This design comes from an exercise in tuning for small area on the open sky130 flow, not from production work. Function was checked by simulation only, so behaviour that the tests miss may differ from the original. Power figures rest on the tool's default switching activity, not on a simulated workload.

File: flow/config.mk
export PLATFORM = sky130hd
export DESIGN_NAME = cap_pipe_top
export DESIGN_NICKNAME = cap_pipe_top
export VERILOG_FILES = /design/flow/design.v
export SDC_FILE = /design/flow/constraint.sdc
export NUM_CORES = 4
export LEC_CHECK = 0
export CAP_MARGIN = 20
export CORE_MARGIN = 2
export CORE_UTILIZATION = 55
export PLACE_DENSITY = 0.65
export SLEW_MARGIN = 20
export SYNTH_HIERARCHICAL = 1
File: flow/constraint.sdc
create_clock -name core_clock -period 6.0 [get_ports {CLK}]
set_input_delay 1.2000 -clock core_clock [delete_from_list [all_inputs] [get_ports {CLK}]]
set_output_delay 1.2000 -clock core_clock [all_outputs]
set_load 0.01 [all_outputs]
File: flow/design.v
`timescale 1ns/100ps
`default_nettype none
package pipe_types_pkg;
    typedef enum logic [2:0] {
        OP_ADDI,
        OP_CINCOFFSET,
        OP_CSUB,
        OP_CMOVE,
        OP_CCLEARTAG,
        OP_CGETTAG,
        OP_ILLEGAL
    } op_e;
endpackage
`default_nettype wire
`timescale 1ns/100ps
`default_nettype none
module insn_decoder (
    input  wire logic [32-1:0] insn,
    output logic [2:0]                  op
);
    logic [6:0] opcode;
    logic [2:0] funct3;
    logic [6:0] funct7;
    logic [4:0] rs2;
    assign opcode = insn[6:0];
    assign funct3 = insn[14:12];
    assign rs2    = insn[24:20];
    assign funct7 = insn[31:25];
    always_comb begin
        op = pipe_types_pkg::OP_ILLEGAL;
        if (opcode == 7'b0010011 && funct3 == 3'b000) begin
            op = pipe_types_pkg::OP_ADDI;
        end else if (opcode == 7'b1011011 && funct3 == 3'b000) begin
            case (funct7)
                7'b0010001: op = pipe_types_pkg::OP_CINCOFFSET;
                7'b0010100:       op = pipe_types_pkg::OP_CSUB;
                7'b1111111: begin
                    case (rs2)
                        5'h0a:     op = pipe_types_pkg::OP_CMOVE;
                        5'h0b: op = pipe_types_pkg::OP_CCLEARTAG;
                        5'h04:   op = pipe_types_pkg::OP_CGETTAG;
                        default:          op = pipe_types_pkg::OP_ILLEGAL;
                    endcase
                end
                default: op = pipe_types_pkg::OP_ILLEGAL;
            endcase
        end
    end
endmodule
`default_nettype wire
`timescale 1ns/100ps
`default_nettype none
module rf_ao3n (
    input  wire logic [2:0] a,
    input  wire logic [2:0] s,
    output logic            y_n
);
    assign y_n = ~|(a & s);
endmodule
module rf_ao1n (
    input  wire logic a,
    input  wire logic s,
    output logic      y_n
);
    assign y_n = ~(a & s);
endmodule
module rf_or11n (
    input  wire logic [10:0] t_n,
    output logic             y
);
    assign y = ~&t_n;
endmodule
module rf_or12n (
    input  wire logic [11:0] t_n,
    output logic             y
);
    assign y = ~&t_n;
endmodule
module rf_rdbit #(
    parameter int W = 32
) (
    input  wire logic [W-1:0] a,
    input  wire logic [W-1:0] s,
    output logic              y
);
    for (genvar g = 0; g < 10; g++) begin : g_ao3
        logic t_n;
        rf_ao3n u (.a(a[3*g +: 3]), .s(s[3*g +: 3]), .y_n(t_n));
    end
    if (W == 33) begin : g_w33
        logic t_n;
        rf_ao3n u30 (.a(a[32:30]), .s(s[32:30]), .y_n(t_n));
        rf_or11n u_or (
            .t_n ({t_n, g_ao3[9].t_n, g_ao3[8].t_n, g_ao3[7].t_n, g_ao3[6].t_n,
                   g_ao3[5].t_n, g_ao3[4].t_n, g_ao3[3].t_n, g_ao3[2].t_n,
                   g_ao3[1].t_n, g_ao3[0].t_n}),
            .y   (y)
        );
    end else begin : g_w32
        logic [1:0] t_n;
        rf_ao1n u30 (.a(a[30]), .s(s[30]), .y_n(t_n[0]));
        rf_ao1n u31 (.a(a[31]), .s(s[31]), .y_n(t_n[1]));
        rf_or12n u_or (
            .t_n ({t_n, g_ao3[9].t_n, g_ao3[8].t_n, g_ao3[7].t_n, g_ao3[6].t_n,
                   g_ao3[5].t_n, g_ao3[4].t_n, g_ao3[3].t_n, g_ao3[2].t_n,
                   g_ao3[1].t_n, g_ao3[0].t_n}),
            .y   (y)
        );
    end
endmodule
module operand_stage (
    input  wire logic                 CLK,
    input  wire logic                 rst_n,
    input  wire logic                 we,
    input  wire logic [4:0]           wr,
    input  wire logic                 wtag,
    input  wire logic [32-1:0]  waddr,
    input  wire logic                 fwd1,
    input  wire logic                 fwd2,
    input  wire logic [4:0]           r1,
    input  wire logic                 r1_en,
    input  wire logic                 x1_sel,
    output logic [32-1:0]       r1_addr,
    output logic                      r1_tag,
    input  wire logic [4:0]           r2,
    input  wire logic                 r2_en,
    input  wire logic                 imm_sel,
    input  wire logic [11:0]          imm,
    output logic [32-1:0]       r2_addr
);
    logic [31:1]         tags;
    logic [32-1:0] addrs [1:31];
    logic [31:1]         wen;
    for (genvar i = 1; i < 32; i++) begin : g_reg
        assign wen[i] = we && wr == i;
        always_ff @(posedge CLK) begin
            if (wen[i] || !rst_n) begin
                tags[i]  <= wtag || !rst_n;
                addrs[i] <= rst_n ? waddr : '0;
            end
        end
    end
    logic [31:1] sel1, sel2, dec1;
    logic        en1, en2, fsel1, fsel2;
    assign en1   = r1_en && !fwd1;
    assign en2   = r2_en && !fwd2;
    assign fsel1 = r1_en && fwd1;
    assign fsel2 = r2_en && fwd2;
    for (genvar i = 1; i < 32; i++) begin : g_sel
        assign dec1[i] = (r1 == i);
        assign sel1[i] = dec1[i] && en1;
        assign sel2[i] = (r2 == i) && en2;
    end
    always_comb begin
        r1_tag = 1'b0;
        for (int i = 1; i < 32; i++) begin
            if (dec1[i] && tags[i]) r1_tag = 1'b1;
        end
        if (fwd1) r1_tag = wtag;
    end
    logic [32-1:0] immx;
    assign immx = {{(32-12){imm[11]}}, imm};
    for (genvar b = 0; b < 32; b++) begin : g_bit
        logic [30:0] d;
        for (genvar i = 1; i < 32; i++) begin : g_d
            assign d[i-1] = addrs[i][b];
        end
        if (b == 0) begin : g_p1x
            rf_rdbit #(.W(33)) u1 (.a({r1_tag, waddr[b], d}), .s({x1_sel, fsel1, sel1}), .y(r1_addr[b]));
        end else begin : g_p1
            rf_rdbit #(.W(32)) u1 (.a({waddr[b], d}), .s({fsel1, sel1}), .y(r1_addr[b]));
        end
        rf_rdbit #(.W(33)) u2 (.a({immx[b], waddr[b], d}), .s({imm_sel, fsel2, sel2}), .y(r2_addr[b]));
    end
endmodule
`default_nettype wire
`timescale 1ns/100ps
`default_nettype none
module cap_alu_ctl (
    input  wire logic [2:0] op,
    output logic            a_en,
    output logic            x1_sel,
    output logic            b_en,
    output logic            imm_sel,
    output logic            sub,
    output logic            keep_tag
);
    logic exc;
    assign exc     = (op == pipe_types_pkg::OP_ILLEGAL) || (op == 3'd7);
    assign sub     = (op == pipe_types_pkg::OP_CSUB);
    assign x1_sel  = (op == pipe_types_pkg::OP_CGETTAG);
    assign imm_sel = (op == pipe_types_pkg::OP_ADDI);
    assign a_en    = !exc && !x1_sel;
    assign b_en    = (op == pipe_types_pkg::OP_CINCOFFSET) || sub;
    assign keep_tag = (op == pipe_types_pkg::OP_CINCOFFSET) ||
                      (op == pipe_types_pkg::OP_CMOVE);
endmodule
module cap_alu_stage (
    input  wire logic                 sub,
    input  wire logic [32-1:0]  a,
    input  wire logic [32-1:0]  b,
    output logic [32-1:0]       res_addr
);
    logic [32-1:0] bx, p, g, gg, pp, c;
    assign bx = b ^ {32{sub}};
    assign p  = a ^ bx;
    assign g  = a & bx;
    always_comb begin
        gg = g;
        pp = p;
        gg[0] = g[0] | (p[0] & sub);
        for (int l = 0; l < 5; l++) begin
            for (int i = (2 << l) - 1; i < 32; i += (2 << l)) begin
                gg[i] = gg[i] | (pp[i] & gg[i - (1 << l)]);
                pp[i] = pp[i] & pp[i - (1 << l)];
            end
        end
        for (int l = 3; l >= 0; l--) begin
            for (int i = (3 << l) - 1; i < 32; i += (2 << l)) begin
                gg[i] = gg[i] | (pp[i] & gg[i - (1 << l)]);
                pp[i] = pp[i] & pp[i - (1 << l)];
            end
        end
    end
    assign c        = {gg[32-2:0], sub};
    assign res_addr = p ^ c;
endmodule
`default_nettype wire
`timescale 1ns/100ps
`default_nettype none
module cap_pipe_top (
    input  wire logic                CLK,
    input  wire logic                rst_n,
    input  wire logic                insn_valid,
    input  wire logic [31:0]         insn,
    output logic                     retire_valid,
    output logic [38:0]              retire    
);
    logic [2:0]  op0;
    logic [2:0]  op1;
    logic        v1, v2;
    logic [4:0]  rd1, rd2, rs1_1, rs1_2;
    logic [11:0] imm1, imm2;    
    logic        a_en1, x1_sel1, b_en1, imm_sel1, sub1, keep1;
    logic        a_en, x1_sel, b_en, imm_sel, sub, keep, exc;
    logic        c1_tag, res_tag;
    logic [31:0] c1_addr, c2_addr, res_addr;
    logic        we;
    logic        we_next, fwd1, fwd2;
    assign exc     = !a_en && !x1_sel;    
    assign we_next = v2 && !exc && rd2 != 5'd0;
    assign we      = retire_valid && !retire[0] && retire[38:34] != 5'd0;
    assign res_tag = c1_tag && keep;
    insn_decoder decoder_i (
        .insn (insn),
        .op   (op0)
    );
    always_ff @(posedge CLK or negedge rst_n) begin
        if (!rst_n) begin
            v1           <= 1'b0;
            v2           <= 1'b0;
            retire_valid <= 1'b0;
        end else begin
            v1           <= insn_valid;
            v2           <= v1;
            retire_valid <= v2;
        end
    end
    always_ff @(posedge CLK) begin
        op1   <= op0;
        rd1   <= insn[11:7];
        rs1_1 <= insn[19:15];
        imm1  <= insn[31:20];
        a_en    <= a_en1;
        x1_sel  <= x1_sel1;
        b_en    <= b_en1;
        imm_sel <= imm_sel1;
        sub     <= sub1;
        keep    <= keep1;
        fwd1    <= we_next && rs1_1 == rd2;
        fwd2    <= we_next && imm1[4:0] == rd2;
        rd2   <= rd1;
        rs1_2 <= rs1_1;
        imm2  <= imm1;
        retire <= {rd2, res_tag, res_addr, exc};
    end
    cap_alu_ctl ctl_i (
        .op       (op1),
        .a_en     (a_en1),
        .x1_sel   (x1_sel1),
        .b_en     (b_en1),
        .imm_sel  (imm_sel1),
        .sub      (sub1),
        .keep_tag (keep1)
    );
    operand_stage operand_i (
        .CLK     (CLK),
        .rst_n   (rst_n),
        .we      (we),
        .wr      (retire[38:34]),
        .wtag    (retire[33]),
        .waddr   (retire[32:1]),
        .fwd1    (fwd1),
        .fwd2    (fwd2),
        .r1      (rs1_2),
        .r1_en   (a_en),
        .x1_sel  (x1_sel),
        .r1_addr (c1_addr),
        .r1_tag  (c1_tag),
        .r2      (imm2[4:0]),
        .r2_en   (b_en),
        .imm_sel (imm_sel),
        .imm     (imm2),
        .r2_addr (c2_addr)
    );
    cap_alu_stage alu_i (
        .sub      (sub),
        .a        (c1_addr),
        .b        (c2_addr),
        .res_addr (res_addr)
    );
endmodule
`default_nettype wire
File: flow/flow/run.sh
#!/bin/bash
# The standard ORFS layout (standard.sh, standard synthesis unchanged) with
# two changes: 1x port buffers, and a clock tree of 16x leaf buffers that
# each take up to 30 sinks within 70 um, without dummy loads.
# make's output goes to standard.log here; each ORFS step keeps its own
# log under orfs/logs.
set -euo pipefail
cd "$(dirname "$0")/.."
export BUFFER_PORTS_ARGS="-buffer_cell sky130_fd_sc_hd__buf_1"
export CTS_ARGS="-sink_clustering_enable -repair_clock_nets -dont_use_dummy_load -sink_clustering_size 30 -sink_clustering_max_diameter 70 -buf_list sky130_fd_sc_hd__clkbuf_16"
bash standard.sh > standard.log 2>&1
File: flow/standard.sh
#!/bin/bash
# synth_recipe.tcl (not shown) runs the flow's synth.tcl, then flattens the netlist and writes it again
# the make line also repeats each setting of config.mk as NAME=value (left out here)
make -C /OpenROAD-flow-scripts/flow DESIGN_CONFIG=/design/flow/config.mk WORK_HOME=/design/flow/orfs CLKGATE_MAP_FILE= SYNTH_SCRIPT=/design/flow/synth_recipe.tcl "${@:-finish}"
==> flow_summary.yaml, run 1 <==
run_status:
  status: "complete, no violations"
place:
  dp_hpwl_um: 105000
  dp.cells: 3888
  place.port_buffers: 74
  globalplace.congestion: 0.946
power_and_ir_drop:
  leakage_nw: 17.0
  p_per_area_nw_per_um2: 264
  peakVddDrop_mv: 0.265
route:
  drtIter0Drc: 9025
  vias: 32622
  viasPerCell: 8.27
  antenna_left: 0
  wl_um: 163000
  firstDrtPassIters: 17
  drcViolationCount: 0
  wl_per_cell_um: 41.3
layout:
  fin_nets: 2963
  fin_cells: 3945
  layout_commonest_cell: "edfxtp_1"
  fill_cells: 5857
  final_cell_mix: "edfxtp_1, a222oi_1, nand4_1, buf_4, nand2_1"
  multiInputGateArea_sq_um: 12500
  fin_util_pct: 61.7
  ff_latch_area_sq_um: 32700
  area_delta_synth_final_pct: 11.1
  drive_gt1_share_pct: 12.2
setup_path:
  endpoint: "retire[32]$_DFF_P_"
  ff2ff_path_depth: 19
  rrSetupSlack_ns: 0.35
  cp_max_fo: 23
  crit_arrival_ns: 6.20
  cp-start-kind: "flop"
  end_kind: "flop"
  r2r_end: "retire[32]$_DFF_P_"
  worstSetupPathType: "reg -> reg"
  startpoint: "imm2[4]$_DFF_P_"
  r2r-start: "imm2[4]$_DFF_P_"
  worstPathRequired_ns: 6.54
timing:
  fin_tns_setup_ns: 0
  max-slew-margin-rel_pct: 12.4
  min_period_over_period_pct: 94.2
  tightest_slew_ns: 1.31
  finalSetupViolations: 0
  fin_skew_ns: 0.0713
  slew_viol_final: 0
  hold_viol: 0
  grt_setup_unrepaired: "no"
  period_minus_slack_ns: 5.65
  timing.fmax_mhz: 177
synthesis:
  ys_ff_latch: 1120
  synthCells: 2612
  synth_nets: 2691
  async_reset_ff_share_pct: 0.268
  synth_area_sq_um: 44600
  synth_top_cell_by_area: "edfxtp_1"
  yosysTopAreaCellShare_pct: 68.8
  yosys_warnings: 11
  yosysUniqueCellTypes: 74
  postSynthAreaPerCell_sq_um: 17.1
  synth_ff_type: "edfxtp_1"
  yosys-top-cells-area: "edfxtp_1, a222oi_1, dfxtp_1, nand4_1, or3_1"
  synth_edf_count: 1023
  synth_seq_area_share_pct: 73.2
clock_network:
  cts_buffers: 52
  cts_setup_buffers: 0
  clkSinkCount: 1120
  cts_root_buf: "clkbuf_16"
  cts_buffer_depth: 3
  cts_tree: "yes"
  holdBufCountCts: 0
  path_clk_slew_ns: 0.11
  clock_latency_ns: 0.68
  htree_levels: 2
  cts_resized: 0
grt:
  overflow: 0
  groute.usage.overall_pct: 38.4
  antenna_found_initial: 4
  grt_max_degree: 53
  grt_pass1_vias: 31299
  grt_pass1_wl_um: 227000
floorplanning:
  die_w_um: 289
  ioPinCount: 75
  die_height_um: 289
  die-area_sq_um: 83500
  start_util_pct: 55.5
  rows: 104
  core-area_sq_um: 80400
job:
  max_cap_viol_count: 0
hold_path:
  min_path_type: "reg -> reg"
-- where the power goes --
group          switching [mW]  internal, mW
Combinational           0.295        0.0588
Clock                    2.30          1.55
Sequential              0.161          8.75
Total                    2.75          10.4
-- synthesized netlist by cell type (3+ instances only) --
library cell and number:
and3_1 4, buf_6 5, dfxtp_1 94, mux2i_1 9
a21o_1 4, and2_1 36, nand4b_1 4, ha_1 28
xor2_1 42, or2_2 3, xnor2_1 17, a21oi_1 16
fa_1 16, buf_4 4, a31oi_1 3, o21ai_0 40
dfrtp_1 3, edfxtp_1 1023, nor4_1 3, nor3b_1 4
nand4_1 164, nand2_1 102, nor3_1 10, nor2b_1 6
clkbuf_1 11, or3_1 65, inv_1 26, nor2_1 79
buf_2 3, nand3_1 48, a222oi_1 673, nand2b_1 13
nand3b_1 8
-- metrics by stage --
| step | area (sq um) | setup slack, ns | hold slack, ns | power, mW |
|---|---|---|---|---|
| after floorplan | 44600 | 0.655 | 0.310 | 9.21 |
| after CTS | 49500 | 0.442 | 0.333 | 13.1 |
| after detailed placement | 48200 | 0.466 | 0.312 | 9.43 |
| after global placement | 48200 | 0.397 | 0.311 | 9.41 |
| final | 49600 | 0.347 | 0.325 | 13.1 |
| after global routing | 49600 | 0.102 | 0.336 | 13.4 |
-- Yosys stat by module (local to each module, per instance), excerpt --
module | cells inside | flip-flops and latches | area, sq um | copies in the design
cap_alu_ctl | 7 | 0 | 46.3 | 1
cap_alu_stage | 185 | 0 | 1630 | 1
cap_pipe_top | 118 | 97 | 2120 | 1
insn_decoder | 29 | 0 | 203 | 1
operand_stage | 1282 | 1023 | 32100 | 1
rf_ao1n | 1 | 0 | 3.75 | 62
rf_ao3n | 1 | 0 | 10.0 | 673
rf_or11n | 4 | 0 | 23.8 | 33
rf_or12n | 4 | 0 | 25.0 | 31
-- routing by layer --
| layer | share of wire, % | wire length (um) | track usage (%) | up-vias |
|---|---|---|---|---|
| met5 | 0.023 | 38 | 0 | - |
| met4 | 9.2 | 15000 | 28.4 | 6 |
| met3 | 13 | 21000 | 6.09 | 584 |
| met2 | 46 | 74600 | 60.4 | 3044 |
| met1 | 32 | 52100 | 48.8 | 16218 |
| li1 | - | - | - | 12770 |
-- kinds of logic after synthesis --
logic type      synth area share (%)
xor+xnor                        1.16
mux                            0.235
flops                           73.2
compound gates                  16.5
buf+inv                        0.555
simple gates                    6.84
fa+ha+maj                       1.50
-- registers in the layout (all words and copies together), names as in the netlist, 3 cells and up --
register and count:
imm1 12, imm2 12, op1 3, operand_i.addrs 992, operand_i.tags 31, rd1 5
rd2 5, retire 39, rs1_1 5, rs1_2 5
-- worst max-delay path, stage by stage, from the launching register on --
cell       delay (ns)
dfxtp_1          0.54
nor2b_1          0.12
nand2_1          0.39
nor2_4           0.18
buf_4            0.34
a222oi_1         0.52
nand4_1          0.43
or3_1            0.51
xor2_1           0.19
ha_1             0.32
nand4_1          0.12
o22ai_2          0.26
nor2_2           0.06
a22oi_2          0.17
o31ai_4          0.13
o31a_1           0.37
o2bb2ai_1        0.16
fa_1             0.40
xnor2_1          0.20
xnor2_1          0.14
-- worst min-delay path by stage --
stage,endpoint,slack (ns),start,cells past startpoint
floorplan,imm2[10]$_DFF_P_,0.31,imm1[10]$_DFF_P_,0
global placement,rd2[2]$_DFF_P_,0.31,rd1[2]$_DFF_P_,0
detailed placement,rd2[3]$_DFF_P_,0.31,rd1[3]$_DFF_P_,0
CTS,rd2[3]$_DFF_P_,0.33,rd1[3]$_DFF_P_,0
global route,imm2[5]$_DFF_P_,0.34,imm1[5]$_DFF_P_,0
finish,imm2[5]$_DFF_P_,0.33,imm1[5]$_DFF_P_,0
-- layout make-up --
class	instances	area share, %
inverter	27	0.204
antenna	3	0.0151
tap	1060	2.67
sequential	1120	65.9
multi-input combinational	1441	25.2
timing repair buffer	242	3.47
clock buffer	52	2.62
==> inputs of run 2 (changes only) <==
==> flow/flow/run.sh (replaced) <==
#!/bin/bash
# The standard ORFS layout (standard.sh, standard synthesis unchanged) with
# these changes: 1x port buffers; a clock tree of 16x leaf buffers that
# each take up to 30 sinks within 70 um, without dummy loads; and, at
# global routing, downsizing of gates off the critical paths
# (RECOVER_POWER) followed by post_grt.tcl, which repairs the slew,
# capacitance and timing violations that may leave and re-routes.
# make's output goes to standard.log here; each ORFS step keeps its own
# log under orfs/logs.
set -euo pipefail
cd "$(dirname "$0")/.."
export BUFFER_PORTS_ARGS="-buffer_cell sky130_fd_sc_hd__buf_1"
export CTS_ARGS="-sink_clustering_enable -repair_clock_nets -dont_use_dummy_load -sink_clustering_size 30 -sink_clustering_max_diameter 70 -buf_list sky130_fd_sc_hd__clkbuf_16"
export RECOVER_POWER=100
export POST_GLOBAL_ROUTE_TCL="$PWD/flow/post_grt.tcl"
bash standard.sh > standard.log 2>&1
==> flow/flow/post_grt.tcl (new file) <==
# After power recovery (downsizing off the critical paths), repair the
# max slew / max capacitance violations it may leave and any timing
# violation, then re-legalise, re-route the changed nets and rewrite the
# route guides.
log_cmd global_route -start_incremental
repair_design_helper
log_cmd detailed_placement
log_cmd global_route -end_incremental \
  -congestion_report_file $::env(REPORTS_DIR)/congestion_post_hook_design.rpt
log_cmd estimate_parasitics -global_routing
repair_timing_helper
log_cmd global_route -start_incremental
log_cmd detailed_placement
log_cmd global_route -end_incremental \
  -congestion_report_file $::env(REPORTS_DIR)/congestion_post_hook_timing.rpt
log_cmd estimate_parasitics -global_routing
report_check_types -max_slew -max_capacitance
report_worst_slack -max
write_guides $::env(RESULTS_DIR)/route.guide
==> run 2 against run 1 <==
Via count is essentially flat. Clock skew is essentially flat. First-iteration DRC count shrank 1.2%. Core utilization is essentially flat. Setup slack lost 0.046 ns. Hold slack gained 0.0034 ns. Flip-flop and latch count is the same. Synthesized area is the same.
==> flow_summary.yaml, run 2 <==
run_status:
  status: "complete, no violations"
setup_path:
  rrSetupSlack_ns: 0.30
  worstSetupPathType: "reg -> reg"
  end_kind: "flop"
  r2r_end: "retire[32]$_DFF_P_"
  cp_max_fo: 19
  r2r-start: "imm2[4]$_DFF_P_"
  worstPathRequired_ns: 6.55
  ff2ff_path_depth: 19
  cp-start-kind: "flop"
  crit_arrival_ns: 6.25
grt:
  overflow: 0
  met1_usage_pct: 48.8
  busiest_layer: "met2"
  antenna_found_initial: 4
  grt_pass1_vias: 31299
  use_met2_pct: 60.4
  groute.usage.overall_pct: 38.4
  grt_max_degree: 53
  grt_use_met3_pct: 6.09
  grt_pass1_wl_um: 227000
floorplanning:
  ioPinCount: 75
  die_w_um: 289
  start_util_pct: 55.5
  die-area_sq_um: 83500
  rows: 104
  die_height_um: 289
  core-area_sq_um: 80400
timing:
  tightest_slew_ns: 1.32
  min_period_over_period_pct: 95.0
  max-slew-margin-rel_pct: 11.7
  finalSetupViolations: 0
  fin_skew_ns: 0.0717
  slew_viol_final: 0
  timing.fmax_mhz: 175
  fin_tns_setup_ns: 0
  period_minus_slack_ns: 5.70
  hold_viol: 0
route:
  drcViolationCount: 0
  drtIter0Drc: 8914
  wl_um: 163000
  vias: 32610
  viasPerCell: 8.25
  wl_per_cell_um: 41.2
  antenna_left: 0
  firstDrtPassIters: 14
synthesis:
  synthCells: 2612
  synth_top_cell_by_area: "edfxtp_1"
  synth.most_common_cell: "edfxtp_1"
  postSynthAreaPerCell_sq_um: 17.1
  yosysUniqueCellTypes: 74
  yosysTopAreaCellShare_pct: 68.8
  synth_seq_area_share_pct: 73.2
  synth_nets: 2691
  async_reset_ff_share_pct: 0.268
  synth_edf_count: 1023
  yosys-top-cells-count: "edfxtp_1, a222oi_1, nand4_1, nand2_1, dfxtp_1"
  yosys-top-cells-area: "edfxtp_1, a222oi_1, dfxtp_1, nand4_1, or3_1"
  synth_ff_type: "edfxtp_1"
  yosys_warnings: 11
  synth_area_sq_um: 44600
  ys_ff_latch: 1120
layout:
  drive_gt1_share_pct: 12.0
  reg_top3: "operand_i.addrs: 992 flops, retire: 39 flops, operand_i.tags: 31 flops"
  fin_nets: 2972
  fill_cells: 5867
  fin_area_sq_um: 49600
  layout_commonest_cell: "edfxtp_1"
  regMostFlops: "operand_i.addrs"
  area_delta_synth_final_pct: 11.1
  final_cell_mix: "edfxtp_1, a222oi_1, nand4_1, buf_4, nand2_1"
  largest_reg_flops: 992
hold_path:
  min_path_cells: 0
  worstHoldStart: "imm1[5]$_DFF_P_"
  min_path_type: "reg -> reg"
  hold_end: "imm2[5]$_DFF_P_"
clock_network:
  path_clk_slew_ns: 0.11
  htree_levels: 2
  holdBufCountCts: 0
  cts_tree: "yes"
  clkSinkCount: 1120
  cts_resized: 0
  cts_buffer_depth: 3
  clock_latency_ns: 0.68
  cts_root_buf: "clkbuf_16"
  cts_buffers: 52
  cts_setup_buffers: 0
power_and_ir_drop:
  p_per_area_nw_per_um2: 264
  leakage_nw: 17.0
  peakVddDrop_mv: 0.267
place:
  globalplace.congestion: 0.946
  place_area_sq_um: 48200
  dp_hpwl_um: 105000
  place.port_buffers: 74
job:
  max_cap_viol_count: 0
## run 2: cell type report
class                      instances  area, sq um  share of cell area, %
sequential                      1120        32700                   65.9
timing repair buffer             251         1800                   3.63
tap                             1060         1330                   2.67
multi-input combinational       1441        12400                   25.0
antenna                            4         10.0                 0.0202
clock buffer                      52         1300                   2.62
inverter                          27          101                  0.204
## run 2: power breakdown
part / internal [mW] / leakage (nW) / total, mW / switching (mW)
clock: 1.55 / 0.641 / 3.85 / 2.30
combinational: 0.0569 / 5.04 / 0.349 / 0.292
sequential: 8.75 / 11.3 / 8.91 / 0.160
## run 2: per-layer routing
layer	part of all wire (%)	up-vias
li1	-	12798
met5	0.023	-
met3	13	568
met1	32	16239
met4	9.1	6
met2	46	2999
## run 2: per-stage QoR
step | cells | hold WS (ns) | setup WS (ns) | utilization [%] | power (mW)
final | 3955 | 0.328 | 0.301 | 61.7 | 13.1
after floorplan | 2612 | 0.310 | 0.655 | - | 9.21
after detailed placement | 3888 | 0.312 | 0.466 | 60.0 | 9.43
after CTS | 3940 | 0.333 | 0.442 | 61.6 | 13.1
after global placement | 3886 | 0.311 | 0.397 | 60.0 | 9.41
## run 2: worst max-delay path by stage
stage	startpoint	to	slack [ns]	cells past startpoint
3_5_place_dp	imm2[4]$_DFF_P_	retire[32]$_DFF_P_	0.47	19
6_report	imm2[4]$_DFF_P_	retire[32]$_DFF_P_	0.30	19
3_3_place_gp	imm2[4]$_DFF_P_	retire[32]$_DFF_P_	0.40	19
2_1_floorplan	rs1_2[4]$_DFF_P_	retire[32]$_DFF_P_	0.65	20
4_1_cts	imm2[4]$_DFF_P_	retire[32]$_DFF_P_	0.44	19
## run 2: cell families (layout without fill, tap and decap cells)
logic type / Yosys count / count (layout) / synth area share, %
compound gates: 766 / 766 / 16.5
buf+inv: 51 / 330 / 0.555
simple gates: 562 / 562 / 6.84
xor+xnor: 59 / 59 / 1.16
flops: 1120 / 1120 / 73.2
mux: 10 / 10 / 0.235
other cells: 0 / 4 / 0
fa+ha+maj: 44 / 44 / 1.50
## run 2: critical path, cell delays in order (launching register included)
cell,delay (ns)
dfxtp_1,0.43
nor2b_1,0.20
nand2_1,0.39
nor2_4,0.25
buf_4,0.31
a222oi_1,0.43
nand4_1,0.28
or3_1,0.44
xor2_1,0.20
ha_1,0.33
nand2b_1,0.09
a21oi_2,0.27
o21ai_2,0.15
o211ai_4,0.38
o31ai_4,0.16
o31a_1,0.38
o2bb2ai_1,0.16
fa_1,0.39
xnor2_1,0.20
xnor2_1,0.14
## run 2: per-module statistics from Yosys (local to each module, per instance), excerpt
module         cells inside  copies in the design  area, sq um  flip-flops and latches
cap_alu_stage           185                     1         1630                       0
rf_or11n                  4                    33         23.8                       0
rf_ao1n                   1                    62         3.75                       0
rf_ao3n                   1                   673         10.0                       0
insn_decoder             29                     1          203                       0
rf_or12n                  4                    31         25.0                       0
operand_stage          1282                     1        32100                    1023
cap_pipe_top            118                     1         2120                      97
==> inputs of run 3 (changes only) <==
--- a/flow/config.mk
+++ b/flow/config.mk
@@ -7,7 +7,7 @@
 export LEC_CHECK = 0
 export CAP_MARGIN = 20
 export CORE_MARGIN = 2
-export CORE_UTILIZATION = 55
-export PLACE_DENSITY = 0.65
+export CORE_UTILIZATION = 62
+export PLACE_DENSITY = 0.72
 export SLEW_MARGIN = 20
 export SYNTH_HIERARCHICAL = 1
==> run 3 against run 2 <==
Global-route usage grew 2.9 points. Clock power hardly changed. Die area fell by 11%. Non-clock buffer count decreased by 12. Combinational power is 4% lower. Sequential power hardly changed. Final cell count decreased by 3.0%. Synthesized cell count unchanged. Critical path depth shrank 1. Sequential share of layout area increased by 0.69 points. Via count fell by 1.0%. Critical endpoint unchanged. Largest power group unchanged. Highest routed layer is now met4.
==> flow_summary.yaml, run 3 <==
synthesis:
  yosys_warnings: 11
  synthCells: 2612
  yosysTopAreaCellShare_pct: 68.8
  yosysUniqueCellTypes: 74
  synth_nets: 2691
  synth_edf_count: 1023
  yosys-top-cells-area: "edfxtp_1, a222oi_1, dfxtp_1, nand4_1, or3_1"
  yosys-top-cells-count: "edfxtp_1, a222oi_1, nand4_1, nand2_1, dfxtp_1"
  synth.most_common_cell: "edfxtp_1"
  synth_ff_type: "edfxtp_1"
  postSynthAreaPerCell_sq_um: 17.1
  synth_area_sq_um: 44600
  synth_seq_area_share_pct: 73.2
  ys_ff_latch: 1120
  async_reset_ff_share_pct: 0.268
  synth_top_cell_by_area: "edfxtp_1"
setup_path:
  cp_max_fo: 13
  r2r_end: "retire[32]$_DFF_P_"
  endpoint: "retire[32]$_DFF_P_"
  startpoint: "a_en$_DFF_P_"
  end_kind: "flop"
  r2r-start: "a_en$_DFF_P_"
  ff2ff_path_depth: 18
  worstSetupPathType: "reg -> reg"
  worstPathRequired_ns: 6.59
  cp-start-kind: "flop"
  rrSetupSlack_ns: 0.34
  crit_arrival_ns: 6.25
timing:
  slew_viol_final: 0
  tightest_slew_ns: 1.22
  period_minus_slack_ns: 5.66
  fin_tns_setup_ns: 0
  hold_viol: 0
  fin_ws_ns: 0.340
  min_period_over_period_pct: 94.3
  timing.fmax_mhz: 177
  max-slew-margin-rel_pct: 18.8
  fin_skew_ns: 0.0575
  holdWs_ns: 0.305
  finalSetupViolations: 0
layout:
  reg_top3: "operand_i.addrs: 992 flops, retire: 39 flops, operand_i.tags: 31 flops"
  final_cell_mix: "edfxtp_1, a222oi_1, nand4_1, buf_4, nand2_1"
  fill_cells: 4759
  layout_commonest_cell: "edfxtp_1"
  fin_cells: 3835
  fin_util_pct: 68.8
  regMostFlops: "operand_i.addrs"
  fin_area_sq_um: 49100
  drive_gt1_share_pct: 11.4
  area_delta_synth_final_pct: 9.95
  largest_reg_flops: 992
  fin_nets: 2961
floorplanning:
  die_w_um: 272
  die_height_um: 272
  start_util_pct: 62.6
  core-area_sq_um: 71400
  ioPinCount: 75
  die-area_sq_um: 74200
  rows: 98
grt:
  use_met2_pct: 66.5
  busiest_layer: "met2"
  met1_usage_pct: 51.7
  grt_max_degree: 51
  grt_pass1_wl_um: 218000
  overflow: 0
  antenna_found_initial: 6
  groute.usage.overall_pct: 41.4
  grt_pass1_vias: 30671
  grt_use_met3_pct: 5.66
route:
  wl_per_cell_um: 40.6
  antenna_left: 0
  wl_um: 156000
  firstDrtPassIters: 20
  drcViolationCount: 0
  vias: 32280
  viasPerCell: 8.42
  drtIter0Drc: 8830
clock_network:
  cts_setup_buffers: 0
  cts_root_buf: "clkbuf_16"
  cts_resized: 0
  path_clk_slew_ns: 0.11
  clock_latency_ns: 0.67
  htree_levels: 2
  cts_tree: "yes"
  holdBufCountCts: 0
  cts_buffer_depth: 3
  cts_buffers: 53
  clkSinkCount: 1120
place:
  dp_hpwl_um: 99000
  place_worst_setup_slack_ns: 0.403
  dp.cells: 3760
  place.port_buffers: 74
  place_area_sq_um: 47700
  globalplace.congestion: 0.994
hold_path:
  min_path_type: "reg -> reg"
  worstHoldStart: "rd1[1]$_DFF_P_"
run_status:
  status: "complete, no violations"
power_and_ir_drop:
  peakVddDrop_mv: 0.250
  leakage_nw: 17.0
  p_per_area_nw_per_um2: 267
  power_mw: 13.1
job:
  max_cap_viol_count: 0
[run 3: cell counts after synthesis]
Identical to the previous run, type by type.
[run 3: per-module statistics from Yosys (local to each module, per instance), a selection]
| module | cells | copies in the design | cell area [sq um] |
|---|---|---|---|
| cap_alu_ctl | 7 | 1 | 46.3 |
| cap_alu_stage | 185 | 1 | 1630 |
| cap_pipe_top | 118 | 1 | 2120 |
| operand_stage | 1282 | 1 | 32100 |
| rf_ao3n | 1 | 673 | 10.0 |
| rf_or11n | 4 | 33 | 23.8 |
| rf_or12n | 4 | 31 | 25.0 |
[run 3: layer usage]
layer	vias up	share of wire, %	wire length (um)
met5	-	0	0
met4	0	9.7	15100
met3	564	12	18800
met2	3112	47	73100
met1	15823	31	48700
li1	12781	-	-
[run 3: kinds of logic after synthesis]
group | Yosys count | share of synthesized area (%)
compound gates | 766 | 16.5
xor+xnor | 59 | 1.16
fa+ha+maj | 44 | 1.50
buf+inv | 51 | 0.555
flops | 1120 | 73.2
mux | 10 | 0.235
simple gates | 562 | 6.84
[run 3: cell type report]
type	count	area [sq um]	area share [%]
sequential	1120	32700	66.6
multi-input combinational	1441	12100	24.6
timing repair buffer	239	1720	3.50
clock buffer	53	1330	2.70
tap	950	1190	2.42
inverter	27	101	0.206
antenna	5	12.5	0.0255
[run 3: power by group]
part / switching (mW) / leakage [nW] / internal (mW)
registers: 0.158 / 11.3 / 8.76
clock network: 2.26 / 0.653 / 1.58
logic: 0.281 / 4.97 / 0.0530
[run 3: how the worst min path moves through the flow]
stage | end | slack (ns) | depth (start not counted)
3_5_place_dp | rd2[3]$_DFF_P_ | 0.31 | 0
3_3_place_gp | rd2[2]$_DFF_P_ | 0.31 | 0
4_1_cts | rd2[1]$_DFF_P_ | 0.31 | 0
2_1_floorplan | imm2[10]$_DFF_P_ | 0.31 | 0
6_report | rd2[1]$_DFF_P_ | 0.30 | 0
[run 3: critical path, cell delays in order (launching register included)]
cell	delay [ns]
dfxtp_1	0.50
and3_1	0.29
nand3_1	0.36
nor2_2	0.90
a222oi_1	0.29
nand4_1	0.17
or3_1	0.16
mux2i_1	0.10
fa_1	0.41
nand2b_1	0.19
a21oi_1	0.28
o21ai_2	0.19
o211ai_4	0.32
o31ai_4	0.14
o31a_1	0.39
o2bb2ai_1	0.17
fa_1	0.38
xnor2_1	0.20
xnor2_1	0.13

[port drivers added, routing unchanged]
Ports are ideal in the flow. The routed layouts listed here were re-timed in OpenROAD. Step 1 assumes that a clkbuf_16 drives the clock port and a buf_2 every other input. Step 2 also shifts input and output timing later by t, the mid clock arrival at the registers, as if the neighbouring blocks saw the same clock. a / b / c = no drivers / after step 1 / after step 2; a / b = the first two.
run | t (ns) | slack for setup (ns) | worst hold slack (ns) | worst setup path at the end
run 1 | 0.716 | 0.347 / 0.347 / 0.347 | 0.325 / 0.325 / 0.325 | register to register
run 2 | 0.714 | 0.301 / 0.301 / 0.301 | 0.328 / 0.328 / 0.328 | register to register
run 3 | 0.709 | 0.340 / 0.340 / 0.340 | 0.305 / 0.305 / 0.305 | register to register
After both steps every run listed still meets setup and hold.
